This design comes from an exercise in tuning for small area on the open sky130 flow, not from production work.
Function was checked by simulation only, so behaviour that the tests miss may differ from the original.
Power figures rest on the tool's default switching activity, not on a simulated workload.

## design/flow/run.sh

```bash
#!/bin/bash
# synth_recipe.tcl (not shown) runs the flow's synth.tcl, then flattens the netlist and writes it again
# the make line also repeats each setting of config.mk as NAME=value (left out here)
make -C /OpenROAD-flow-scripts/flow DESIGN_CONFIG=/design/flow/config.mk WORK_HOME=/design/flow/orfs CLKGATE_MAP_FILE= SYNTH_SCRIPT=/design/flow/synth_recipe.tcl finish
```

## design/flow/config.mk

```make
export PLATFORM = sky130hd
export DESIGN_NAME = mips_cpu_harvard
export DESIGN_NICKNAME = mips_cpu_harvard
export VERILOG_FILES = /design/flow/design.v
export SDC_FILE = /design/flow/constraint.sdc
export NUM_CORES = 4
export LEC_CHECK = 0
export CAP_MARGIN = 20
export CORE_MARGIN = 2
export CORE_UTILIZATION = 60
export CTS_BUF_LIST = sky130_fd_sc_hd__clkbuf_8
export CTS_CLUSTER_DIAMETER = 50
export CTS_CLUSTER_SIZE = 15
export SLEW_MARGIN = 20
export SYNTH_HIERARCHICAL = 1
```

## design/flow/constraint.sdc

```tcl
create_clock -name core_clock -period 20.0 [get_ports {clk}]
set_input_delay 4.0000 -clock core_clock [delete_from_list [all_inputs] [get_ports {clk}]]
set_output_delay 4.0000 -clock core_clock [all_outputs]
set_load 0.01 [all_outputs]
```

## design/flow/design.v

```verilog
`default_nettype none
package mips_pkg;
    localparam logic [31:0] reset_vector = 32'hBFC00000;
endpackage
`default_nettype wire
`timescale 1ns/10ps
`default_nettype none
module mips_decode (
    input  logic [31:0] instr,
    output logic        use_imm,
    output logic        imm_zero_ext,
    output logic        do_sub,
    output logic        sel_slt,
    output logic        res_add,
    output logic        res_g,
    output logic        res_p,
    output logic        res_lt,
    output logic        res_srl,
    output logic        res_sll,
    output logic        res_lui,
    output logic        res_mem,
    output logic        res_link,
    output logic        reg_write,
    output logic [4:0]  wr_idx,
    output logic        is_beq,
    output logic        is_bne,
    output logic        is_jump,
    output logic        is_jreg,
    output logic        is_lw,
    output logic        is_sw
);
    logic [5:0] opcode;
    logic [5:0] funct;
    assign opcode = instr[31:26];
    assign funct  = instr[5:0];
    logic special;
    logic fn_sll, fn_srl, fn_jr, fn_jalr, fn_addu, fn_subu;
    logic fn_and, fn_or, fn_xor, fn_slt, fn_sltu;
    logic op_j, op_jal, op_beq, op_bne, op_addiu, op_slti, op_sltiu;
    logic op_andi, op_ori, op_xori, op_lui, op_lw, op_sw;
    assign special  = (opcode == 6'h00);
    assign fn_sll   = special && (funct == 6'h00);
    assign fn_srl   = special && (funct == 6'h02);
    assign fn_jr    = special && (funct == 6'h08);
    assign fn_jalr  = special && (funct == 6'h09);
    assign fn_addu  = special && (funct == 6'h21);
    assign fn_subu  = special && (funct == 6'h23);
    assign fn_and   = special && (funct == 6'h24);
    assign fn_or    = special && (funct == 6'h25);
    assign fn_xor   = special && (funct == 6'h26);
    assign fn_slt   = special && (funct == 6'h2A);
    assign fn_sltu  = special && (funct == 6'h2B);
    assign op_j     = (opcode == 6'h02);
    assign op_jal   = (opcode == 6'h03);
    assign op_beq   = (opcode == 6'h04);
    assign op_bne   = (opcode == 6'h05);
    assign op_addiu = (opcode == 6'h09);
    assign op_slti  = (opcode == 6'h0A);
    assign op_sltiu = (opcode == 6'h0B);
    assign op_andi  = (opcode == 6'h0C);
    assign op_ori   = (opcode == 6'h0D);
    assign op_xori  = (opcode == 6'h0E);
    assign op_lui   = (opcode == 6'h0F);
    assign op_lw    = (opcode == 6'h23);
    assign op_sw    = (opcode == 6'h2B);
    assign use_imm      = op_addiu || op_slti || op_sltiu || op_andi || op_ori ||
                          op_xori || op_lw || op_sw;
    assign imm_zero_ext = op_andi || op_ori || op_xori;
    assign do_sub       = fn_subu || fn_slt || fn_sltu || op_slti || op_sltiu;
    assign sel_slt      = fn_slt || op_slti;
    assign res_add      = fn_addu || fn_subu || op_addiu;
    assign res_g        = fn_and || op_andi || fn_or || op_ori;
    assign res_p        = fn_xor || op_xori || fn_or || op_ori;
    assign res_lt       = fn_slt || op_slti || fn_sltu || op_sltiu;
    assign res_srl      = fn_srl;
    assign res_sll      = fn_sll;
    assign res_lui      = op_lui;
    assign res_mem      = op_lw;
    assign res_link     = fn_jalr || op_jal;
    assign reg_write = res_add || res_g || res_p || res_lt || res_srl || res_sll ||
                       res_lui || res_mem || res_link;
    assign wr_idx    = special ? instr[15:11] : (op_jal ? 5'd31 : instr[20:16]);
    assign is_beq  = op_beq;
    assign is_bne  = op_bne;
    assign is_jump = op_j || op_jal;
    assign is_jreg = fn_jr || fn_jalr;
    assign is_lw   = op_lw;
    assign is_sw   = op_sw;
endmodule
`default_nettype wire
`timescale 1ns/10ps
`default_nettype none
module mips_aoi222 (
    input  logic a0,
    input  logic b0,
    input  logic a1,
    input  logic b1,
    input  logic a2,
    input  logic b2,
    output logic y
);
    assign y = ~((a0 & b0) | (a1 & b1) | (a2 & b2));
endmodule
module mips_rdmux31 (
    input  logic [31:1] sel,
    input  logic [31:1] d,
    output logic        y
);
    logic [10:0] n;
    for (genvar k = 0; k < 10; k++) begin : g_grp
        mips_aoi222 aoi (
            .a0 (sel[3 * k + 1]), .b0 (d[3 * k + 1]),
            .a1 (sel[3 * k + 2]), .b1 (d[3 * k + 2]),
            .a2 (sel[3 * k + 3]), .b2 (d[3 * k + 3]),
            .y  (n[k])
        );
    end
    assign n[10] = ~(sel[31] & d[31]);
    assign y     = ~&n;
endmodule
`default_nettype wire
`default_nettype none
module mips_cy_even (
    input  logic g,
    input  logic p,
    input  logic c,
    output logic c_n
);
    assign c_n = ~(g | (p & c));
endmodule
module mips_cy_odd (
    input  logic g_n,
    input  logic p_n,
    input  logic c_n,
    output logic c
);
    assign c = ~(g_n & (p_n | c_n));
endmodule
`default_nettype wire
`default_nettype none
module mips_mux2i (
    input  logic a,
    input  logic b,
    input  logic s,
    output logic y
);
    assign y = ~(s ? b : a);
endmodule
`default_nettype wire
`timescale 1ns/10ps
`default_nettype none
module mips_alu (
    input  logic [31:0] rs_data,
    input  logic [31:0] rt_data,
    input  logic [15:0] imm16,
    input  logic        use_imm,
    input  logic        imm_zero_ext,
    input  logic        do_sub,
    input  logic        sel_slt,
    output logic [31:0] sum,
    output logic [31:0] p,
    output logic [31:0] g,
    output logic        lt
);
    logic [31:0] imm_ext;
    logic [31:0] op_b;
    logic [31:0] op_bx;
    logic [32:0] cy;
    assign imm_ext = {(imm_zero_ext ? 16'h0000 : {16{imm16[15]}}), imm16};
    assign op_b    = use_imm ? imm_ext : rt_data;
    assign op_bx   = op_b ^ {32{do_sub}};
    assign p     = rs_data ^ op_bx;
    assign g     = rs_data & op_bx;
    assign cy[0] = do_sub;
    for (genvar i = 0; i < 32; i++) begin : g_add
        if (i % 2 == 0) begin : g_even
            mips_cy_even cyc (.g (g[i]), .p (p[i]), .c (cy[i]), .c_n (cy[i + 1]));
            assign sum[i] = p[i] ^ cy[i];
        end else begin : g_odd
            mips_cy_odd cyc (.g_n (~g[i]), .p_n (~p[i]), .c_n (cy[i]), .c (cy[i + 1]));
            assign sum[i] = p[i] ^ ~cy[i];
        end
    end
    assign lt = sel_slt ? ((rs_data[31] ^ op_b[31]) ? rs_data[31] : sum[31]) : !cy[32];
endmodule
module mips_shift (
    input  logic [31:0] rt_data,
    input  logic [4:0]  shamt,
    input  logic        left,
    output logic [31:0] shift_r,
    output logic [31:0] shift_l
);
    logic [31:0] st [0:5];
    for (genvar i = 0; i < 32; i++) begin : g_rev
        mips_mux2i m (.a (rt_data[i]), .b (rt_data[31 - i]), .s (left), .y (st[0][i]));
    end
    for (genvar k = 0; k < 5; k++) begin : g_stage
        for (genvar i = 0; i < 32; i++) begin : g_bit
            if (i + (1 << k) < 32) begin : g_mux
                mips_mux2i m (.a (st[k][i]), .b (st[k][i + (1 << k)]), .s (shamt[k]), .y (st[k + 1][i]));
            end else if (k % 2 == 0) begin : g_fill_n
                assign st[k + 1][i] = ~(st[k][i] | shamt[k]);
            end else begin : g_fill_p
                assign st[k + 1][i] = ~(st[k][i] & ~shamt[k]);
            end
        end
    end
    assign shift_r = st[5];
    always_comb begin
        for (int i = 0; i < 32; i++) begin
            shift_l[i] = st[5][31 - i];
        end
    end
endmodule
`default_nettype wire
`timescale 1ns/10ps
`default_nettype none
module mips_wbmux (
    input  logic        res_add,
    input  logic        res_g,
    input  logic        res_p,
    input  logic        res_lt,
    input  logic        res_srl,
    input  logic        res_sll,
    input  logic        res_lui,
    input  logic        res_mem,
    input  logic        res_link,
    input  logic [31:0] sum,
    input  logic [31:0] g,
    input  logic [31:0] p,
    input  logic        lt,
    input  logic [31:0] shift_r,
    input  logic [31:0] shift_l,
    input  logic [15:0] imm16,
    input  logic [31:0] mem_data,
    input  logic [31:0] pc_plus4,
    output logic [31:0] wb_data
);
    for (genvar i = 0; i < 32; i++) begin : g_bit
        logic n0, n1, n2;
        mips_aoi222 t0 (
            .a0 (res_add), .b0 (sum[i]),
            .a1 (res_g),   .b1 (g[i]),
            .a2 (res_p),   .b2 (p[i]),
            .y  (n0)
        );
        mips_aoi222 t1 (
            .a0 (res_srl), .b0 (shift_r[i]),
            .a1 (res_sll), .b1 (shift_l[i]),
            .a2 (res_mem), .b2 (mem_data[i]),
            .y  (n1)
        );
        if (i >= 16) begin : g_lui
            assign n2 = ~((res_link & pc_plus4[i]) | (res_lui & imm16[i - 16]));
        end else if (i == 0) begin : g_lt
            assign n2 = ~((res_link & pc_plus4[i]) | (res_lt & lt));
        end else begin : g_link
            assign n2 = ~(res_link & pc_plus4[i]);
        end
        assign wb_data[i] = ~(n0 & n1 & n2);
    end
endmodule
module mips_nextpc (
    input  logic [31:0] pc,
    input  logic [25:0] index,
    input  logic [31:0] rs_data,
    input  logic [31:0] p,
    input  logic        is_beq,
    input  logic        is_bne,
    input  logic        is_jump,
    input  logic        is_jreg,
    input  logic        update,
    output logic [31:0] pc_plus4,
    output logic [31:0] pc_d,
    output logic        next_zero
);
    logic [29:0] pc_inc;
    logic [30:0] inc_c;
    logic [29:0] bt_b;
    logic [30:0] bt_c;
    logic [29:0] branch_target;
    logic        regs_equal;
    logic        taken;
    assign inc_c[0] = 1'b1;
    for (genvar i = 0; i < 30; i++) begin : g_inc
        assign pc_inc[i]    = pc[i + 2] ^ inc_c[i];
        assign inc_c[i + 1] = pc[i + 2] & inc_c[i];
    end
    assign pc_plus4 = {pc_inc, pc[1:0]};
    assign bt_b    = {{14{index[15]}}, index[15:0]};
    assign bt_c[0] = 1'b1;
    for (genvar i = 0; i < 30; i++) begin : g_bt
        assign branch_target[i] = pc[i + 2] ^ bt_b[i] ^ bt_c[i];
        assign bt_c[i + 1]      = (pc[i + 2] & bt_b[i]) | (pc[i + 2] & bt_c[i]) | (bt_b[i] & bt_c[i]);
    end
    assign regs_equal = (p == 32'h0);
    assign taken      = (is_beq && regs_equal) || (is_bne && !regs_equal);
    logic s_bt, s_j, s_r, s_4, s_h;
    assign s_bt = update && taken;
    assign s_j  = update && is_jump;
    assign s_r  = update && is_jreg;
    assign s_4  = update && !(taken || is_jump || is_jreg);
    assign s_h  = !update;
    logic [31:0] jump_target;
    assign jump_target = {pc_inc[29:26], index, 2'b00};
    for (genvar i = 0; i < 32; i++) begin : g_bit
        logic n0, n1;
        if (i < 2) begin : g_low
            assign n0 = ~((s_r & rs_data[i]) | ((s_bt | s_4 | s_h) & pc[i]));
            assign n1 = 1'b1;
        end else if (i >= 28) begin : g_high
            assign n0 = ~((s_bt & branch_target[i - 2]) | (s_r & rs_data[i]) | (s_h & pc[i]));
            assign n1 = ~((s_j | s_4) & pc_inc[i - 2]);
        end else begin : g_mid
            mips_aoi222 t0 (
                .a0 (s_bt), .b0 (branch_target[i - 2]),
                .a1 (s_j),  .b1 (jump_target[i]),
                .a2 (s_r),  .b2 (rs_data[i]),
                .y  (n0)
            );
            assign n1 = ~((s_4 & pc_plus4[i]) | (s_h & pc[i]));
        end
        assign pc_d[i] = ~(n0 & n1);
    end
    assign next_zero = (pc_d == 32'h0);
endmodule
`default_nettype wire
`timescale 1ns/10ps
`default_nettype none
module mips_cpu_harvard (
    input  logic        clk,
    input  logic        arst_n,
    input  logic        clk_enable,
    output logic        active,
    output logic [31:0] register_v0,
    output logic [31:0] instr_address,
    input  logic [31:0] instr_readdata,
    output logic [31:0] data_address,
    output logic        data_write,
    output logic        data_read,
    output logic [31:0] data_writedata,
    input  logic [31:0] data_readdata
);
    logic [4:0]  rs_idx;
    logic [4:0]  rt_idx;
    logic [15:0] imm16;
    assign rs_idx = instr_readdata[25:21];
    assign rt_idx = instr_readdata[20:16];
    assign imm16  = instr_readdata[15:0];
    logic use_imm, imm_zero_ext, do_sub, sel_slt;
    logic res_add, res_g, res_p, res_lt, res_srl, res_sll, res_lui, res_mem, res_link;
    logic reg_write;
    logic [4:0] wr_idx;
    logic is_beq, is_bne, is_jump, is_jreg, is_lw, is_sw;
    mips_decode decode_i (
        .instr        (instr_readdata),
        .use_imm      (use_imm),
        .imm_zero_ext (imm_zero_ext),
        .do_sub       (do_sub),
        .sel_slt      (sel_slt),
        .res_add      (res_add),
        .res_g        (res_g),
        .res_p        (res_p),
        .res_lt       (res_lt),
        .res_srl      (res_srl),
        .res_sll      (res_sll),
        .res_lui      (res_lui),
        .res_mem      (res_mem),
        .res_link     (res_link),
        .reg_write    (reg_write),
        .wr_idx       (wr_idx),
        .is_beq       (is_beq),
        .is_bne       (is_bne),
        .is_jump      (is_jump),
        .is_jreg      (is_jreg),
        .is_lw        (is_lw),
        .is_sw        (is_sw)
    );
    logic update;
    logic reg_we;
    assign update = clk_enable && active;
    assign reg_we = update && reg_write;
    logic [31:0] regs [1:31];
    logic [31:1] valid;
    logic [31:1] we;
    logic [31:1] sel_a;
    logic [31:1] sel_b;
    logic [31:0] wb_data;
    logic [31:0] rs_data;
    logic [31:0] rt_data;
    for (genvar i = 1; i < 32; i++) begin : g_reg
        assign we[i]    = reg_we && (wr_idx == i);
        assign sel_a[i] = valid[i] && (rs_idx == i);
        assign sel_b[i] = valid[i] && (rt_idx == i);
        always_ff @(posedge clk or negedge arst_n) begin
            if (!arst_n) begin
                valid[i] <= 1'b0;
            end else if (we[i]) begin
                valid[i] <= 1'b1;
            end
        end
        always_ff @(posedge clk) begin
            if (we[i]) begin
                regs[i] <= wb_data;
            end
        end
    end
    for (genvar b = 0; b < 32; b++) begin : g_rd
        logic [31:1] col;
        for (genvar i = 1; i < 32; i++) begin : g_col
            assign col[i] = regs[i][b];
        end
        mips_rdmux31 rd_a (.sel (sel_a), .d (col), .y (rs_data[b]));
        mips_rdmux31 rd_b (.sel (sel_b), .d (col), .y (rt_data[b]));
    end
    assign register_v0 = valid[2] ? regs[2] : 32'h0;
    logic [31:0] sum;
    logic [31:0] p;
    logic [31:0] g;
    logic        lt;
    logic [31:0] shift_r;
    logic [31:0] shift_l;
    mips_alu alu_i (
        .rs_data      (rs_data),
        .rt_data      (rt_data),
        .imm16        (imm16),
        .use_imm      (use_imm),
        .imm_zero_ext (imm_zero_ext),
        .do_sub       (do_sub),
        .sel_slt      (sel_slt),
        .sum          (sum),
        .p            (p),
        .g            (g),
        .lt           (lt)
    );
    mips_shift shift_i (
        .rt_data (rt_data),
        .shamt   (instr_readdata[10:6]),
        .left    (res_sll),
        .shift_r (shift_r),
        .shift_l (shift_l)
    );
    logic [31:0] pc;
    logic [31:0] pc_plus4;
    logic [31:0] pc_d;
    logic        next_zero;
    mips_nextpc nextpc_i (
        .pc        (pc),
        .index     (instr_readdata[25:0]),
        .rs_data   (rs_data),
        .p         (p),
        .is_beq    (is_beq),
        .is_bne    (is_bne),
        .is_jump   (is_jump),
        .is_jreg   (is_jreg),
        .update    (update),
        .pc_plus4  (pc_plus4),
        .pc_d      (pc_d),
        .next_zero (next_zero)
    );
    mips_wbmux wbmux_i (
        .res_add  (res_add),
        .res_g    (res_g),
        .res_p    (res_p),
        .res_lt   (res_lt),
        .res_srl  (res_srl),
        .res_sll  (res_sll),
        .res_lui  (res_lui),
        .res_mem  (res_mem),
        .res_link (res_link),
        .sum      (sum),
        .g        (g),
        .p        (p),
        .lt       (lt),
        .shift_r  (shift_r),
        .shift_l  (shift_l),
        .imm16    (imm16),
        .mem_data (data_readdata),
        .pc_plus4 (pc_plus4),
        .wb_data  (wb_data)
    );
    always_ff @(posedge clk or negedge arst_n) begin
        if (!arst_n) begin
            pc <= mips_pkg::reset_vector;
        end else begin
            pc <= pc_d;
        end
    end
    always_ff @(posedge clk or negedge arst_n) begin
        if (!arst_n) begin
            active <= 1'b1;
        end else if (update && next_zero) begin
            active <= 1'b0;
        end
    end
    assign instr_address  = pc;
    assign data_address   = sum;
    assign data_writedata = rt_data;
    assign data_read      = active && is_lw;
    assign data_write     = active && is_sw;
endmodule
`default_nettype wire
```

==> qor.csv <==
stage;metric;value;unit
route;ant_nets;0;
grt;use_met2;70.2;%
clock_tree;post_cts_buffers;0;
min_path;worst_hold_path.num_cells;1;
worst_setup_path;startpoint_type;input port;
route;vias;39500;
timing;fin_hold_ws;0.534;ns
worst_setup_path;cp.required;16.00;ns
timing;rsz0062_at_grt;no;
synth;postSynth.asyncResetShare;6.06;%
timing;fin_crit;18.22;ns
place;dp_slack;2.13;ns
synth;synth_edf_count;992;
worst_setup_path;r2r_start;pc[2]$_DFF_PN0_;
synth;synth-simple-area-share;7.10;%
timing;slew_viol_final;0;
grt;antenna_found_initial;5;
route;drc;0;
synth;synth_xor_area_share;1.24;%
cells_and_area;drive_above_1_share;12.4;%
timing;slew-limit-headroom;18.6;%
worst_setup_path;r2r_cells;35;
grt;grt_pass1_vias;36800;
timing;worst_pin_slew;1.22;ns
grt;grt_usage;47.1;%
place;port_buffers;197;
cells_and_area;fin_cells;4609;
timing;layout_setup_ws;1.78;ns
clock_tree;root_buffer;clkbuf_8;
grt;use_met3;16.8;%
synth;synth_top_family_by_area;compound AO/OA/AOI/OAI gates;
synth;avgSynthCellArea;15.7;um^2
grt;gr-usage-met1;57.6;%
floorplan;dieArea;83500;um^2
clock_tree;clk_latency;0.82;ns
synth;ys_seq_area_share;64.5;%
worst_setup_path;worstPathMaxFanout;20;
synth;synthAdderAreaFrac;2.72;%
worst_setup_path;worst-setup-path-type;in -> out;
timing;post-route-period-util;91.1;%
worst_setup_path;crit_slowest_cell;clkdlybuf4s50_1;
clock_tree;cts_inserted_buffers;104;
power_and_ir_drop;peakVddDrop;74.8;uV
timing;max_freq;54.9;MHz
clock_tree;cts_max_level;3;
min_path;hp-class;reg -> reg;
worst_setup_path;rrSetupSlack;6.65;ns
worst_setup_path;end_kind;output pin;
floorplan;rows;104;
power_and_ir_drop;leakage;17.8;nW
synth;synth_area;48700;um^2
cells_and_area;nets;3624;
cells_and_area;fill_cells;5366;
clock_tree;clk_pin_slew;0.08;ns
floorplan;initial_core_util;60.6;%
route;dr.pass1.iters;17;
job;maxCapViolCount;0;
synth;synth.area.top_cells;edfxtp_1 61%, a222oi_1 15%, mux2i_1 4.0%, dfrtp_1 2.8%, nand4_1 1.8%;
synth;synthDistinctLibCells;75;
floorplan;ios;198;
worst_setup_path;reg2reg_to;active$_DFFE_PN1P_;
clock_tree;clk_path_buf_depth;3;
worst_setup_path;arrival;14.22;ns
run_status;status;complete, no violations;
clock_tree;cts_sinks;1056;
place;gp_congestion;1.05;
timing;final-setup-viol-count;0;
route;viasPerCell;8.57;
cells_and_area;layout-area-overhead-vs-synth;13.3;%
worst_setup_path;max_stage_delay;0.79;ns
clock_tree;cts_hold_buffers;0;
place;dp_hpwl;129;mm
grt;grt_max_degree;65;
floorplan;die_h;289;um
route;wl;200;mm
synth;ys_ff_latch;1056;
timing;final_hold_viol_count;0;
grt;top_usage_layer;met2;
synth;synth_compound_area_share;18.9;%
place;placed_cells_incl_taps;4419;
synth;synth_nets;3263;
synth;syn_inst;3107;
cells_and_area;multi_input_area;16800;um^2
clock_tree;cts_tree;built;
timing;tns;0;ns
timing;fin_skew;0.0800;ns
synth;yosys.area.top_type;edfxtp_1;
floorplan;core_area;80400;um^2
synth;synth_top_area_share;61.2;%
floorplan;die_w;289;um
route;drt-initial-drc-count;11400;
power_and_ir_drop;power;4.02;mW
synth;synth_ff_type;edfxtp_1;
min_path;min_to;valid[3]$_DFFE_PN0P_;
min_path;hp-start;valid[3]$_DFFE_PN0P_;
cells_and_area;seqCellArea;31400;um^2
grt;grt_pass1_wl;276;mm
power_and_ir_drop;p_per_area;72.8;nW/um^2
grt;overflow;0;
route;routedWlPerCell;43.4;um
synth;yosys_warnings;11;
clock_tree;cts.repair.resized;0;
synth;muxShareOfSynthArea;3.97;%
[layout by cell type (no fill, tap or decap), drive strengths merged, types with 28 or more instances in the layout]
cell,n
a2111o,64
a21oi,29
a222oi,730
and2,48
and3,73
buf,149
clkbuf,105
clkdlybuf4s50,192
clkinv,43
dfrtp,54
edfxtp,992
fa,28
ha,61
inv,74
mux2i,193
nand2,112
nand3,64
nand4,141
nor2,49
nor4,33
o21ai,50
xnor2,51
[routing by layer]
layer | vias to the layer above | wire, um
met1 | 19000 | 60300
li1 | 15200 | -
met2 | 4475 | 85500
met3 | 871 | 35300
met5 | - | 13
met4 | 2 | 19100
[critical path, delay by kind of cell]
kind	cells	cell delay, ns
compound gates	32	6.17
buf+inv	4	1.86
simple gates	3	1.11
xor+xnor	2	0.45
fa+ha+maj	1	0.40
mux	1	0.18
[final cells by class]
cell class | count | share of cell area [%]
Sequential cell | 1056 | 56.9
Multi-Input combinational cell | 1909 | 30.4
Timing Repair Buffer | 341 | 5.59
Clock buffer | 105 | 2.62
Tap cell | 1060 | 2.40
Clock inverter | 79 | 1.63
Inverter | 56 | 0.381
Antenna cell | 3 | 0.0136
[logic make-up after synthesis]
family / after synthesis
AOI/OAI and AO/OA: 953
DFF: 1056
adders and majority gates: 89
muxes: 193
xor gates and xnor gates: 69
buffers and inverters: 142
and+or+nand+nor: 605
[synthesized netlist by cell type (30+ instances only)]
| master | n |
|---|---|
| a2111o_1 | 64 |
| a222oi_1 | 730 |
| and2_1 | 46 |
| and3_1 | 73 |
| buf_4 | 38 |
| dfrtp_1 | 54 |
| edfxtp_1 | 992 |
| ha_1 | 61 |
| inv_1 | 55 |
| mux2i_1 | 193 |
| nand2_1 | 111 |
| nand3_1 | 64 |
| nand4_1 | 140 |
| nor2_1 | 47 |
| nor4_1 | 30 |
| o21ai_0 | 33 |
| xnor2_1 | 51 |
[flip-flops by register name, indices dropped and copies added (netlist names)]
register / count
valid: 31
pc: 32
regs: 992
active: 1
[Yosys stat by module, one instance, submodules excluded]
module	cells inside	copies in the design
mips_wbmux	69	1
mips_rdmux31	4	64
mips_alu	176	1
mips_shift	65	1
mips_nextpc	247	1
mips_decode	89	1
mips_cy_odd	1	16
mips_cpu_harvard	1282	1
mips_cy_even	1	16
mips_aoi222	1	730
mips_mux2i	1	161
[per-stage QoR]
| stage | instance area (um^2) | utilization (%) |
|---|---|---|
| after floorplan | 48700 | - |
| after global placement | 52700 | 65.5 |
| after detailed placement | 52700 | 65.6 |
| after CTS | 55100 | 68.5 |
| after global routing | 55200 | 68.6 |
| final | 55200 | 68.6 |
[power by group]
group / internal (mW) / leakage, nW / switching, mW / total [mW]
combinational: 0.0461 / 8.61 / 0.0840 / 0.130
clock: 0.669 / 1.19 / 0.830 / 1.50
sequential: 2.39 / 8.02 / 0.000346 / 2.39
total: 3.10 / 17.8 / 0.915 / 4.02
[how the worst max path moves through the flow]
stage | startpoint | end | slack, ns | cells after the start
6_report | instr_readdata[17] | data_address[31] | 1.78 | 43
5_1_grt | instr_readdata[16] | data_address[31] | 1.07 | 43
4_1_cts | instr_readdata[17] | data_address[31] | 2.10 | 43
3_5_place_dp | instr_readdata[17] | data_address[31] | 2.13 | 43
3_3_place_gp | instr_readdata[17] | data_address[31] | 2.40 | 43
2_1_floorplan | instr_readdata[0] | active$_DFFE_PN1P_ | 4.12 | 36

==> port drivers added, routing unchanged <==
Ports are ideal in the flow. The routed layout listed here was re-timed in OpenROAD.
Step 1 sets driving cells, clkbuf_16 on the clock port and buf_2 on the other inputs (assumed; they add their load-dependent delay and slew).
Step 2 adds t to the input delays and takes it off the output delays; t is the mean of the earliest and latest rising clock arrival at the registers after step 1. Input paths then give back, and output paths get back, about the clock's delay inside the block.
Slacks: ideal ports / drivers / drivers and shift; pairs: ideal ports / drivers.
t, ns: 0.855
slack for setup (ns): 1.781 / 1.735 / 1.735
worst setup path at the end: input to output
latest minus earliest clock arrival (ns): 0.080 / 0.080
After both steps setup and hold are still met in this run. The setup slack of this run moves by -0.046 ns with the drivers and by -0.046 ns with both steps.
